What follows belongs to an exercise in optimizing a design on an open flow for a short achievable clock period and few clock cycles per item; a production flow would make more cautious choices.
Function was checked by simulation only, so behaviour that the tests miss may differ from the original.
No activity file was given, so power comes from the tool's default toggle rates.

==> 12-21 <==
==> flow/design.v <==
`default_nettype none
module pipe3_fwd_core #(
    parameter int DW   = 32,
    parameter int NREG = 32
) (
    input  logic          clk,
    input  logic          rst,
    input  logic [31:0]   InstrIn,
    input  logic          in_valid,
    input  logic          stall,
    output logic          in_ready,
    output logic [DW-1:0] Out,
    output logic          out_valid,
    output logic [15:0]   retire_cnt
);
    localparam int c_QD = 4;
    localparam int HW   = DW / 2;
    logic            r_kValid;
    logic [31:0]     r_kIns;
    logic            r_dValid;
    logic [31:0]     r_dIns;
    logic [NREG-1:0] r_dRs1Oh;
    logic [NREG-1:0] r_dRs2Oh;
    logic            r_1Valid;
    logic            r_1We;
    logic [4:0]      r_1Wd;
    logic [7:0]      r_1Op;       
    logic            r_1FA1, r_1FB1;    
    logic [HW-1:0]   r_1Alo, r_1Ahi, r_1Blo, r_1Bhi;
    logic            r_2Valid;
    logic            r_2We;
    logic [4:0]      r_2Wd;
    logic [7:0]      r_2Op;
    logic [HW-1:0]   r_2Alo, r_2Ahi, r_2Bhi;
    logic [4:0]      r_2Sh;
    logic [HW-1:0]   r_xLo;             
    logic            r_xCy;             
    logic            r_3Valid;
    logic            r_3We;
    logic [4:0]      r_3Wd;
    logic [DW-1:0]   r_res;
    logic [DW-1:0]   r_fVal [c_QD];
    logic [c_QD-1:0] r_fWe;
    logic [1:0]      r_fRd, r_fWr;
    logic [2:0]      r_fCnt;
    logic            r_oValid;
    logic            r_oWe;
    logic [DW-1:0]   r_out;
    logic [NREG-1:0] r_3WeOh;    
    logic [15:0]     r_retireCnt;
    logic [DW-1:0]   r_regs [1:NREG-1];
    logic            w_accept;
    logic            w_hold;
    logic            w_dIssue;
    logic [31:0]     w_nIns;
    logic            w_nValid;
    assign w_accept = in_valid && !stall && !r_kValid;
    assign w_nIns   = r_kValid ? r_kIns : InstrIn;
    assign w_nValid = r_kValid || w_accept;
    logic [2:0]      w_op;
    logic            w_ds, w_we;
    logic [4:0]      w_wd, w_rs1, w_rs2;
    logic [DW-1:0]   w_imm, w_rdA, w_rdB;
    logic            w_m1A, w_m1B, w_m2A, w_m2B, w_m3A, w_m3B;
    logic [HW-1:0]   w_dAlo, w_dAhi, w_dBlo, w_dBhi;
    assign w_op  = r_dIns[31:29];
    assign w_ds  = r_dIns[28];
    assign w_we  = r_dIns[27];
    assign w_wd  = r_dIns[25:21];
    assign w_rs1 = r_dIns[20:16];
    assign w_rs2 = r_dIns[15:11];
    assign w_imm = DW'($signed(r_dIns[15:0]));
    always_comb begin
        w_rdA = '0;
        w_rdB = '0;
        for (int i = 1; i < NREG; i++) begin
            w_rdA = w_rdA | (r_regs[i] & {DW{r_dRs1Oh[i]}});
            w_rdB = w_rdB | (r_regs[i] & {DW{r_dRs2Oh[i]}});
        end
    end
    assign w_m1A = (w_rs1 != 5'd0) && r_1Valid && r_1We && (r_1Wd == w_rs1);
    assign w_m2A = (w_rs1 != 5'd0) && r_2Valid && r_2We && (r_2Wd == w_rs1);
    assign w_m3A = (w_rs1 != 5'd0) && r_3Valid && r_3We && (r_3Wd == w_rs1);
    assign w_m1B = !w_ds && (w_rs2 != 5'd0) && r_1Valid && r_1We && (r_1Wd == w_rs2);
    assign w_m2B = !w_ds && (w_rs2 != 5'd0) && r_2Valid && r_2We && (r_2Wd == w_rs2);
    assign w_m3B = !w_ds && (w_rs2 != 5'd0) && r_3Valid && r_3We && (r_3Wd == w_rs2);
    assign w_dAlo = w_m2A ? r_xLo : (w_m3A ? r_res[HW-1:0] : w_rdA[HW-1:0]);
    assign w_dAhi = w_m3A ? r_res[DW-1:HW] : w_rdA[DW-1:HW];
    assign w_dBlo = w_ds ? w_imm[HW-1:0] :
                    (w_m2B ? r_xLo : (w_m3B ? r_res[HW-1:0] : w_rdB[HW-1:0]));
    assign w_dBhi = w_ds ? w_imm[DW-1:HW] :
                    (w_m3B ? r_res[DW-1:HW] : w_rdB[DW-1:HW]);
    assign w_hold   = r_dValid && (w_op == 3'd6) && w_m1A;
    assign w_dIssue = r_dValid && !w_hold;
    logic [HW-1:0]   w_aLo, w_bLo, w_aHi1, w_bHi1, w_lo;
    logic [4:0]      w_sh;
    logic [HW:0]     w_addLo, w_subLo;
    logic [DW-1:0]   w_shrLo;
    assign w_aLo  = r_1Alo;
    assign w_bLo  = r_1Blo;
    assign w_aHi1 = r_1Ahi;
    assign w_bHi1 = r_1Bhi;
    assign w_sh   = w_bLo[4:0];
    assign w_addLo = {1'b0, w_aLo} + {1'b0, w_bLo};
    assign w_subLo = {1'b0, w_aLo} + {1'b0, ~w_bLo} + (HW+1)'(1);
    assign w_shrLo = {w_aHi1, w_aLo} >> w_sh;
    always_comb begin
        w_lo = '0;
        if (r_1Op[0]) w_lo = w_lo | w_addLo[HW-1:0];
        if (r_1Op[1]) w_lo = w_lo | w_subLo[HW-1:0];
        if (r_1Op[2]) w_lo = w_lo | (w_aLo & w_bLo);
        if (r_1Op[3]) w_lo = w_lo | (w_aLo | w_bLo);
        if (r_1Op[4]) w_lo = w_lo | (w_aLo ^ w_bLo);
        if (r_1Op[5]) w_lo = w_lo | (w_aLo << w_sh);
        if (r_1Op[6]) w_lo = w_lo | w_shrLo[HW-1:0];
        if (r_1Op[7]) w_lo = w_lo | w_bLo;
    end
    logic [HW-1:0]   w_aHi, w_bHi, w_hi;
    logic [HW-1:0]   w_addHi, w_subHi;
    logic [DW-1:0]   w_shlHi;
    assign w_aHi = r_2Ahi;
    assign w_bHi = r_2Bhi;
    assign w_addHi = w_aHi + w_bHi + HW'(r_xCy);
    assign w_subHi = w_aHi + ~w_bHi + HW'(r_xCy);
    assign w_shlHi = {w_aHi, r_2Alo} << r_2Sh;
    always_comb begin
        w_hi = '0;
        if (r_2Op[0]) w_hi = w_hi | w_addHi;
        if (r_2Op[1]) w_hi = w_hi | w_subHi;
        if (r_2Op[2]) w_hi = w_hi | (w_aHi & w_bHi);
        if (r_2Op[3]) w_hi = w_hi | (w_aHi | w_bHi);
        if (r_2Op[4]) w_hi = w_hi | (w_aHi ^ w_bHi);
        if (r_2Op[5]) w_hi = w_hi | w_shlHi[DW-1:HW];
        if (r_2Op[6]) w_hi = w_hi | (w_aHi >> r_2Sh);
        if (r_2Op[7]) w_hi = w_hi | w_bHi;
    end
    logic            w_deliver;
    logic            w_load;
    logic            w_take;
    logic [DW-1:0]   w_next;
    logic            w_nextWe;
    assign w_deliver = r_oValid && !stall;
    assign w_load    = w_deliver || !r_oValid;
    assign w_take    = w_load && (r_fCnt != 3'd0 || r_3Valid);
    assign w_next    = (r_fCnt != 3'd0) ? r_fVal[r_fRd] : r_res;
    assign w_nextWe  = (r_fCnt != 3'd0) ? r_fWe[r_fRd] : r_3We;
    always_ff @(posedge clk or negedge rst) begin
        if (!rst) begin
            r_kValid    <= 1'b0;
            r_dValid    <= 1'b0;
            r_1Valid    <= 1'b0;
            r_2Valid    <= 1'b0;
            r_3Valid    <= 1'b0;
            r_fRd       <= '0;
            r_fWr       <= '0;
            r_fCnt      <= '0;
            r_oValid    <= 1'b0;
            r_oWe       <= 1'b0;
            r_3WeOh     <= '0;
            r_retireCnt <= '0;
        end else begin
            if (w_hold) begin
                r_kValid <= r_kValid || w_accept;
            end else begin
                r_kValid <= 1'b0;
                r_dValid <= w_nValid;
            end
            r_1Valid    <= w_dIssue;
            r_2Valid    <= r_1Valid;
            r_3Valid    <= r_2Valid;
            for (int i = 0; i < NREG; i++)
                r_3WeOh[i] <= r_2Valid && r_2We && (r_2Wd == 5'(i)) && (i != 0);
            if (r_3Valid)
                r_fWr <= r_fWr + 2'd1;
            if (w_take)
                r_fRd <= r_fRd + 2'd1;
            r_fCnt <= r_fCnt + 3'(r_3Valid) - 3'(w_take);
            if (w_load) begin
                r_oValid <= w_take;
                r_oWe    <= w_nextWe;
            end
            if (w_deliver && r_oWe)
                r_retireCnt <= r_retireCnt + 16'd1;
        end
    end
    always_ff @(posedge clk) begin
        if (w_accept)
            r_kIns <= InstrIn;
        if (!w_hold) begin
            r_dIns   <= w_nIns;
            r_dRs1Oh <= NREG'(1) << w_nIns[20:16];
            r_dRs2Oh <= NREG'(1) << w_nIns[15:11];
        end
        r_1We  <= w_we;
        r_1Wd  <= w_wd;
        r_1Op  <= 8'(1) << w_op;
        r_1FA1 <= w_m1A;
        r_1FB1 <= w_m1B;
        r_1Alo <= w_m1A ? w_lo : w_dAlo;
        r_1Blo <= w_m1B ? w_lo : w_dBlo;
        r_1Ahi <= w_m2A ? w_hi : w_dAhi;
        r_1Bhi <= w_m2B ? w_hi : w_dBhi;
        r_2We  <= r_1We;
        r_2Wd  <= r_1Wd;
        r_2Op  <= r_1Op;
        r_2Alo <= w_aLo;
        r_2Ahi <= r_1FA1 ? w_hi : w_aHi1;
        r_2Bhi <= r_1FB1 ? w_hi : w_bHi1;
        r_2Sh  <= w_sh;
        r_xLo  <= w_lo;
        r_xCy  <= r_1Op[1] ? w_subLo[HW] : w_addLo[HW];
        r_3We  <= r_2We;
        r_3Wd  <= r_2Wd;
        r_res  <= {w_hi, r_xLo};
        if (r_3Valid) begin
            r_fVal[r_fWr] <= r_res;
            r_fWe[r_fWr]  <= r_3We;
        end
        if (w_load)
            r_out <= w_next;
    end
    always_ff @(posedge clk or negedge rst) begin
        if (!rst) begin
            for (int i = 1; i < NREG; i++)
                r_regs[i] <= '0;
        end else begin
            for (int i = 1; i < NREG; i++)
                if (r_3WeOh[i])
                    r_regs[i] <= r_res;
        end
    end
    assign in_ready   = !r_kValid;
    assign Out        = r_out;
    assign out_valid  = r_oValid;
    assign retire_cnt = r_retireCnt;
endmodule
`default_nettype wire
==> flow/flow/run.sh <==
#!/bin/bash
# Standard ORFS layout with two synthesis changes: no half/full-adder cell
# mapping (ADDER_MAP_FILE empty), and slow stacked/compound cells added to the
# don't-use list so ABC and the resizer build the logic from faster gates.
# Registers are mapped exactly as in the standard synthesis.
set -euo pipefail
PLAT_DU=$(awk '/export DONT_USE_CELLS \+= /{f=1} f{print} f && !/\\$/{exit}' \
    "$FLOW_HOME/platforms/sky130hd/config.mk" | grep -o 'sky130_fd_sc_hd__[a-z0-9_]*' | tr '\n' ' ')
SLOW=$(grep -o 'sky130_fd_sc_hd__[a-z0-9_*]*' flow/slow_cells.txt | tr '\n' ' ')
bash standard.sh ADDER_MAP_FILE= "DONT_USE_CELLS=$PLAT_DU $SLOW" finish > flow_make.log 2>&1
==> flow/flow/slow_cells.txt <==
sky130_fd_sc_hd__a2111o*
sky130_fd_sc_hd__o2111a*
sky130_fd_sc_hd__a2111oi*
sky130_fd_sc_hd__o2111ai*
sky130_fd_sc_hd__a311o*
sky130_fd_sc_hd__o311a*
sky130_fd_sc_hd__a311oi*
sky130_fd_sc_hd__o311ai*
sky130_fd_sc_hd__nor4*
sky130_fd_sc_hd__or4*
sky130_fd_sc_hd__a41o*
sky130_fd_sc_hd__o41a*
sky130_fd_sc_hd__a41oi*
sky130_fd_sc_hd__o41ai*
sky130_fd_sc_hd__nor3*
sky130_fd_sc_hd__or3*
sky130_fd_sc_hd__a32o*
sky130_fd_sc_hd__o32a*
sky130_fd_sc_hd__ha_*
sky130_fd_sc_hd__fa_*
sky130_fd_sc_hd__maj3*
sky130_fd_sc_hd__nand4*
sky130_fd_sc_hd__and4*
sky130_fd_sc_hd__a31o*
sky130_fd_sc_hd__o31a*
sky130_fd_sc_hd__a31oi*
sky130_fd_sc_hd__o31ai*
sky130_fd_sc_hd__a221o_*
sky130_fd_sc_hd__o221a_*
sky130_fd_sc_hd__a222oi*
sky130_fd_sc_hd__mux4*
sky130_fd_sc_hd__a2bb2o*
sky130_fd_sc_hd__o2bb2a*
sky130_fd_sc_hd__a32oi*
sky130_fd_sc_hd__o32ai*
sky130_fd_sc_hd__and4b*
sky130_fd_sc_hd__or4b*
sky130_fd_sc_hd__nor4b*
sky130_fd_sc_hd__nand4b*
==> flow/standard.sh <==
#!/bin/bash
# synth_recipe.tcl (not shown) runs the flow's synth.tcl, then flattens the netlist and writes it again
# the make line also repeats each setting of config.mk as NAME=value (left out here)
make -C /OpenROAD-flow-scripts/flow DESIGN_CONFIG=/design/flow/config.mk WORK_HOME=/design/flow/orfs CLKGATE_MAP_FILE= SYNTH_SCRIPT=/design/flow/synth_recipe.tcl "${@:-finish}"
==> flow/config.mk <==
export PLATFORM = sky130hd
export DESIGN_NAME = pipe3_fwd_core
export DESIGN_NICKNAME = pipe3_fwd_core
export VERILOG_FILES = /design/flow/design.v
export SDC_FILE = /design/flow/constraint.sdc
export NUM_CORES = 4
export LEC_CHECK = 0
export ABC_CLOCK_PERIOD_IN_PS = 1800
export CAP_MARGIN = 20
export CORE_MARGIN = 2
export CORE_UTILIZATION = 55
export SETUP_SLACK_MARGIN = 2.8
export SLEW_MARGIN = 20
==> flow/constraint.sdc <==
create_clock -name core_clock -period 5.0 [get_ports {clk}]
set_input_delay 1.0000 -clock core_clock [delete_from_list [all_inputs] [get_ports {clk}]]
set_output_delay 1.0000 -clock core_clock [all_outputs]
set_load 0.01 [all_outputs]
==> inputs of 12-16, as changes to 12-21 <==
--- a/flow/design.v
+++ b/flow/design.v
@@ -13,7 +13,7 @@
     output logic          out_valid,
     output logic [15:0]   retire_cnt
 );
-    localparam int c_QD = 4;
+    localparam int c_QD = 5;
     localparam int HW   = DW / 2;
     logic            r_kValid;
     logic [31:0]     r_kIns;
@@ -26,11 +26,13 @@
     logic [4:0]      r_1Wd;
     logic [7:0]      r_1Op;       
     logic            r_1FA1, r_1FB1;    
+    logic            r_1FA2, r_1FB2;    
     logic [HW-1:0]   r_1Alo, r_1Ahi, r_1Blo, r_1Bhi;
     logic            r_2Valid;
     logic            r_2We;
     logic [4:0]      r_2Wd;
     logic [7:0]      r_2Op;
+    logic            r_2FA1, r_2FB1;    
     logic [HW-1:0]   r_2Alo, r_2Ahi, r_2Bhi;
     logic [4:0]      r_2Sh;
     logic [HW-1:0]   r_xLo;             
@@ -39,14 +41,9 @@
     logic            r_3We;
     logic [4:0]      r_3Wd;
     logic [DW-1:0]   r_res;
-    logic [DW-1:0]   r_fVal [c_QD];
-    logic [c_QD-1:0] r_fWe;
-    logic [1:0]      r_fRd, r_fWr;
-    logic [2:0]      r_fCnt;
-    logic            r_oValid;
-    logic            r_oWe;
-    logic [DW-1:0]   r_out;
-    logic [NREG-1:0] r_3WeOh;    
+    logic [DW-1:0]   r_qVal [c_QD];
+    logic [c_QD-1:0] r_qV;
+    logic [c_QD-1:0] r_qWe;
     logic [15:0]     r_retireCnt;
     logic [DW-1:0]   r_regs [1:NREG-1];
     logic            w_accept;
@@ -96,10 +93,10 @@
     logic [4:0]      w_sh;
     logic [HW:0]     w_addLo, w_subLo;
     logic [DW-1:0]   w_shrLo;
-    assign w_aLo  = r_1Alo;
-    assign w_bLo  = r_1Blo;
-    assign w_aHi1 = r_1Ahi;
-    assign w_bHi1 = r_1Bhi;
+    assign w_aLo  = r_1FA1 ? r_xLo : r_1Alo;
+    assign w_bLo  = r_1FB1 ? r_xLo : r_1Blo;
+    assign w_aHi1 = r_1FA2 ? r_res[DW-1:HW] : r_1Ahi;
+    assign w_bHi1 = r_1FB2 ? r_res[DW-1:HW] : r_1Bhi;
     assign w_sh   = w_bLo[4:0];
     assign w_addLo = {1'b0, w_aLo} + {1'b0, w_bLo};
     assign w_subLo = {1'b0, w_aLo} + {1'b0, ~w_bLo} + (HW+1)'(1);
@@ -118,8 +115,8 @@
     logic [HW-1:0]   w_aHi, w_bHi, w_hi;
     logic [HW-1:0]   w_addHi, w_subHi;
     logic [DW-1:0]   w_shlHi;
-    assign w_aHi = r_2Ahi;
-    assign w_bHi = r_2Bhi;
+    assign w_aHi = r_2FA1 ? r_res[DW-1:HW] : r_2Ahi;
+    assign w_bHi = r_2FB1 ? r_res[DW-1:HW] : r_2Bhi;
     assign w_addHi = w_aHi + w_bHi + HW'(r_xCy);
     assign w_subHi = w_aHi + ~w_bHi + HW'(r_xCy);
     assign w_shlHi = {w_aHi, r_2Alo} << r_2Sh;
@@ -135,15 +132,33 @@
         if (r_2Op[7]) w_hi = w_hi | w_bHi;
     end
     logic            w_deliver;
-    logic            w_load;
-    logic            w_take;
-    logic [DW-1:0]   w_next;
-    logic            w_nextWe;
-    assign w_deliver = r_oValid && !stall;
-    assign w_load    = w_deliver || !r_oValid;
-    assign w_take    = w_load && (r_fCnt != 3'd0 || r_3Valid);
-    assign w_next    = (r_fCnt != 3'd0) ? r_fVal[r_fRd] : r_res;
-    assign w_nextWe  = (r_fCnt != 3'd0) ? r_fWe[r_fRd] : r_3We;
+    logic [DW-1:0]   w_sVal [c_QD];
+    logic [c_QD-1:0] w_sV, w_sWe, w_nV, w_nWe;
+    logic [DW-1:0]   w_nVal [c_QD];
+    assign w_deliver = r_qV[0] && !stall;
+    always_comb begin
+        for (int k = 0; k < c_QD; k++) begin
+            if (w_deliver) begin
+                w_sVal[k] = (k + 1 < c_QD) ? r_qVal[(k + 1) % c_QD] : r_qVal[k];
+                w_sV[k]   = (k + 1 < c_QD) ? r_qV[(k + 1) % c_QD] : 1'b0;
+                w_sWe[k]  = (k + 1 < c_QD) ? r_qWe[(k + 1) % c_QD] : 1'b0;
+            end else begin
+                w_sVal[k] = r_qVal[k];
+                w_sV[k]   = r_qV[k];
+                w_sWe[k]  = r_qWe[k];
+            end
+        end
+        for (int k = 0; k < c_QD; k++) begin
+            w_nVal[k] = w_sVal[k];
+            w_nV[k]   = w_sV[k];
+            w_nWe[k]  = w_sWe[k];
+            if (r_3Valid && !w_sV[k] && (k == 0 || w_sV[(k + c_QD - 1) % c_QD])) begin
+                w_nVal[k] = r_res;
+                w_nV[k]   = 1'b1;
+                w_nWe[k]  = r_3We;
+            end
+        end
+    end
     always_ff @(posedge clk or negedge rst) begin
         if (!rst) begin
             r_kValid    <= 1'b0;
@@ -151,12 +166,8 @@
             r_1Valid    <= 1'b0;
             r_2Valid    <= 1'b0;
             r_3Valid    <= 1'b0;
-            r_fRd       <= '0;
-            r_fWr       <= '0;
-            r_fCnt      <= '0;
-            r_oValid    <= 1'b0;
-            r_oWe       <= 1'b0;
-            r_3WeOh     <= '0;
+            r_qV        <= '0;
+            r_qWe       <= '0;
             r_retireCnt <= '0;
         end else begin
             if (w_hold) begin
@@ -168,18 +179,9 @@
             r_1Valid    <= w_dIssue;
             r_2Valid    <= r_1Valid;
             r_3Valid    <= r_2Valid;
-            for (int i = 0; i < NREG; i++)
-                r_3WeOh[i] <= r_2Valid && r_2We && (r_2Wd == 5'(i)) && (i != 0);
-            if (r_3Valid)
-                r_fWr <= r_fWr + 2'd1;
-            if (w_take)
-                r_fRd <= r_fRd + 2'd1;
-            r_fCnt <= r_fCnt + 3'(r_3Valid) - 3'(w_take);
-            if (w_load) begin
-                r_oValid <= w_take;
-                r_oWe    <= w_nextWe;
-            end
-            if (w_deliver && r_oWe)
+            r_qV        <= w_nV;
+            r_qWe       <= w_nWe;
+            if (w_deliver && r_qWe[0])
                 r_retireCnt <= r_retireCnt + 16'd1;
         end
     end
@@ -196,42 +198,42 @@
         r_1Op  <= 8'(1) << w_op;
         r_1FA1 <= w_m1A;
         r_1FB1 <= w_m1B;
-        r_1Alo <= w_m1A ? w_lo : w_dAlo;
-        r_1Blo <= w_m1B ? w_lo : w_dBlo;
-        r_1Ahi <= w_m2A ? w_hi : w_dAhi;
-        r_1Bhi <= w_m2B ? w_hi : w_dBhi;
+        r_1FA2 <= w_m2A;
+        r_1FB2 <= w_m2B;
+        r_1Alo <= w_dAlo;
+        r_1Ahi <= w_dAhi;
+        r_1Blo <= w_dBlo;
+        r_1Bhi <= w_dBhi;
         r_2We  <= r_1We;
         r_2Wd  <= r_1Wd;
         r_2Op  <= r_1Op;
+        r_2FA1 <= r_1FA1;
+        r_2FB1 <= r_1FB1;
         r_2Alo <= w_aLo;
-        r_2Ahi <= r_1FA1 ? w_hi : w_aHi1;
-        r_2Bhi <= r_1FB1 ? w_hi : w_bHi1;
+        r_2Ahi <= w_aHi1;
+        r_2Bhi <= w_bHi1;
         r_2Sh  <= w_sh;
         r_xLo  <= w_lo;
         r_xCy  <= r_1Op[1] ? w_subLo[HW] : w_addLo[HW];
         r_3We  <= r_2We;
         r_3Wd  <= r_2Wd;
         r_res  <= {w_hi, r_xLo};
-        if (r_3Valid) begin
-            r_fVal[r_fWr] <= r_res;
-            r_fWe[r_fWr]  <= r_3We;
-        end
-        if (w_load)
-            r_out <= w_next;
+        for (int k = 0; k < c_QD; k++)
+            r_qVal[k] <= w_nVal[k];
     end
     always_ff @(posedge clk or negedge rst) begin
         if (!rst) begin
             for (int i = 1; i < NREG; i++)
                 r_regs[i] <= '0;
-        end else begin
+        end else if (r_3Valid && r_3We) begin
             for (int i = 1; i < NREG; i++)
-                if (r_3WeOh[i])
+                if (r_3Wd == 5'(i))
                     r_regs[i] <= r_res;
         end
     end
     assign in_ready   = !r_kValid;
-    assign Out        = r_out;
-    assign out_valid  = r_oValid;
+    assign Out        = r_qVal[0];
+    assign out_valid  = r_qV[0];
     assign retire_cnt = r_retireCnt;
 endmodule
 `default_nettype wire
==> flow/run.sh (new file) <==
#!/bin/bash
# synth_recipe.tcl (not shown) runs the flow's synth.tcl, then flattens the netlist and writes it again
# the make line also repeats each setting of config.mk as NAME=value (left out here)
make -C /OpenROAD-flow-scripts/flow DESIGN_CONFIG=/design/flow/config.mk WORK_HOME=/design/flow/orfs CLKGATE_MAP_FILE= SYNTH_SCRIPT=/design/flow/synth_recipe.tcl finish
removed: flow/flow/run.sh
removed: flow/flow/slow_cells.txt
removed: flow/standard.sh
==> metrics.md <==
| Metric | Value |
|---|---|
| Area grow syn2layout | 20.1% |
| Crit path to | r_1Blo[10] |
| GRT Total Usage | 48.2% |
| XOR/XNOR Fraction of Synth Area | 1.32% |
| Clock share of power | 39.3% |
| Status | timing/DRC/antenna clean |
| CP required | 5700 ps |
| Gpl congestion | 0.971 |
| First-pass GRT wire length | 482000 um |
| Tap cell count | around 1800 |
(the above is from 12-21)
==> metrics.md <==
| Metric | Value |
|---|---|
| XOR/XNOR Fraction of Synth Area | 0.807% |
| Clock share of power | between 30% and 40% |
| Status | timing/DRC/antenna clean |
| GRT Total Usage | 49.3% |
| Crit path to | r_res[30] |
| CP required | approximately 5700 ps |
| Tap cell count | about 1800 |
| First-pass GRT wire length | roughly 490000 um |
(the above is from 12-16)
Testbench counts of 12-21, summed over its fixed seeds: cycles 33,003, instrs 32,000.
Testbench counts of 12-16, summed over its fixed seeds: cycles 33,003, instrs 32,000.

-- separate check: timing with driven ports --
How much do the figures lean on ideal ports? The routed layouts below were timed once more, with nothing changed but the port constraints.
Step 1 (the two cells are an assumption about what drives the block):
set clk [get_ports {clk}]
set_driving_cell -lib_cell sky130_fd_sc_hd__clkbuf_16 $clk
set_driving_cell -lib_cell sky130_fd_sc_hd__buf_2 [delete_from_list [all_inputs] $clk]
Step 2 adds t to the input delays and takes it off the output delays; t is the mean of the earliest and latest rising clock arrival at the registers after step 1. Input paths then give back, and output paths get back, about the clock's delay inside the block.
a / b / c = no drivers / after step 1 / after step 2; a / b = the first two.
run | shift t [ns] | setup slack, ns | slew at the worst register clock pin (ns)
12-21 | 0.913 | 2.245 / 2.245 / 2.151 | 0.07 / 0.07
12-16 | 0.885 | 1.687 / 1.687 / 1.687 | 0.07 / 0.07
After both steps every run listed still meets setup and hold. For 12-21, which loses most, drivers alone change the setup slack by 0.000 ns; drivers and shift together by -0.094 ns.
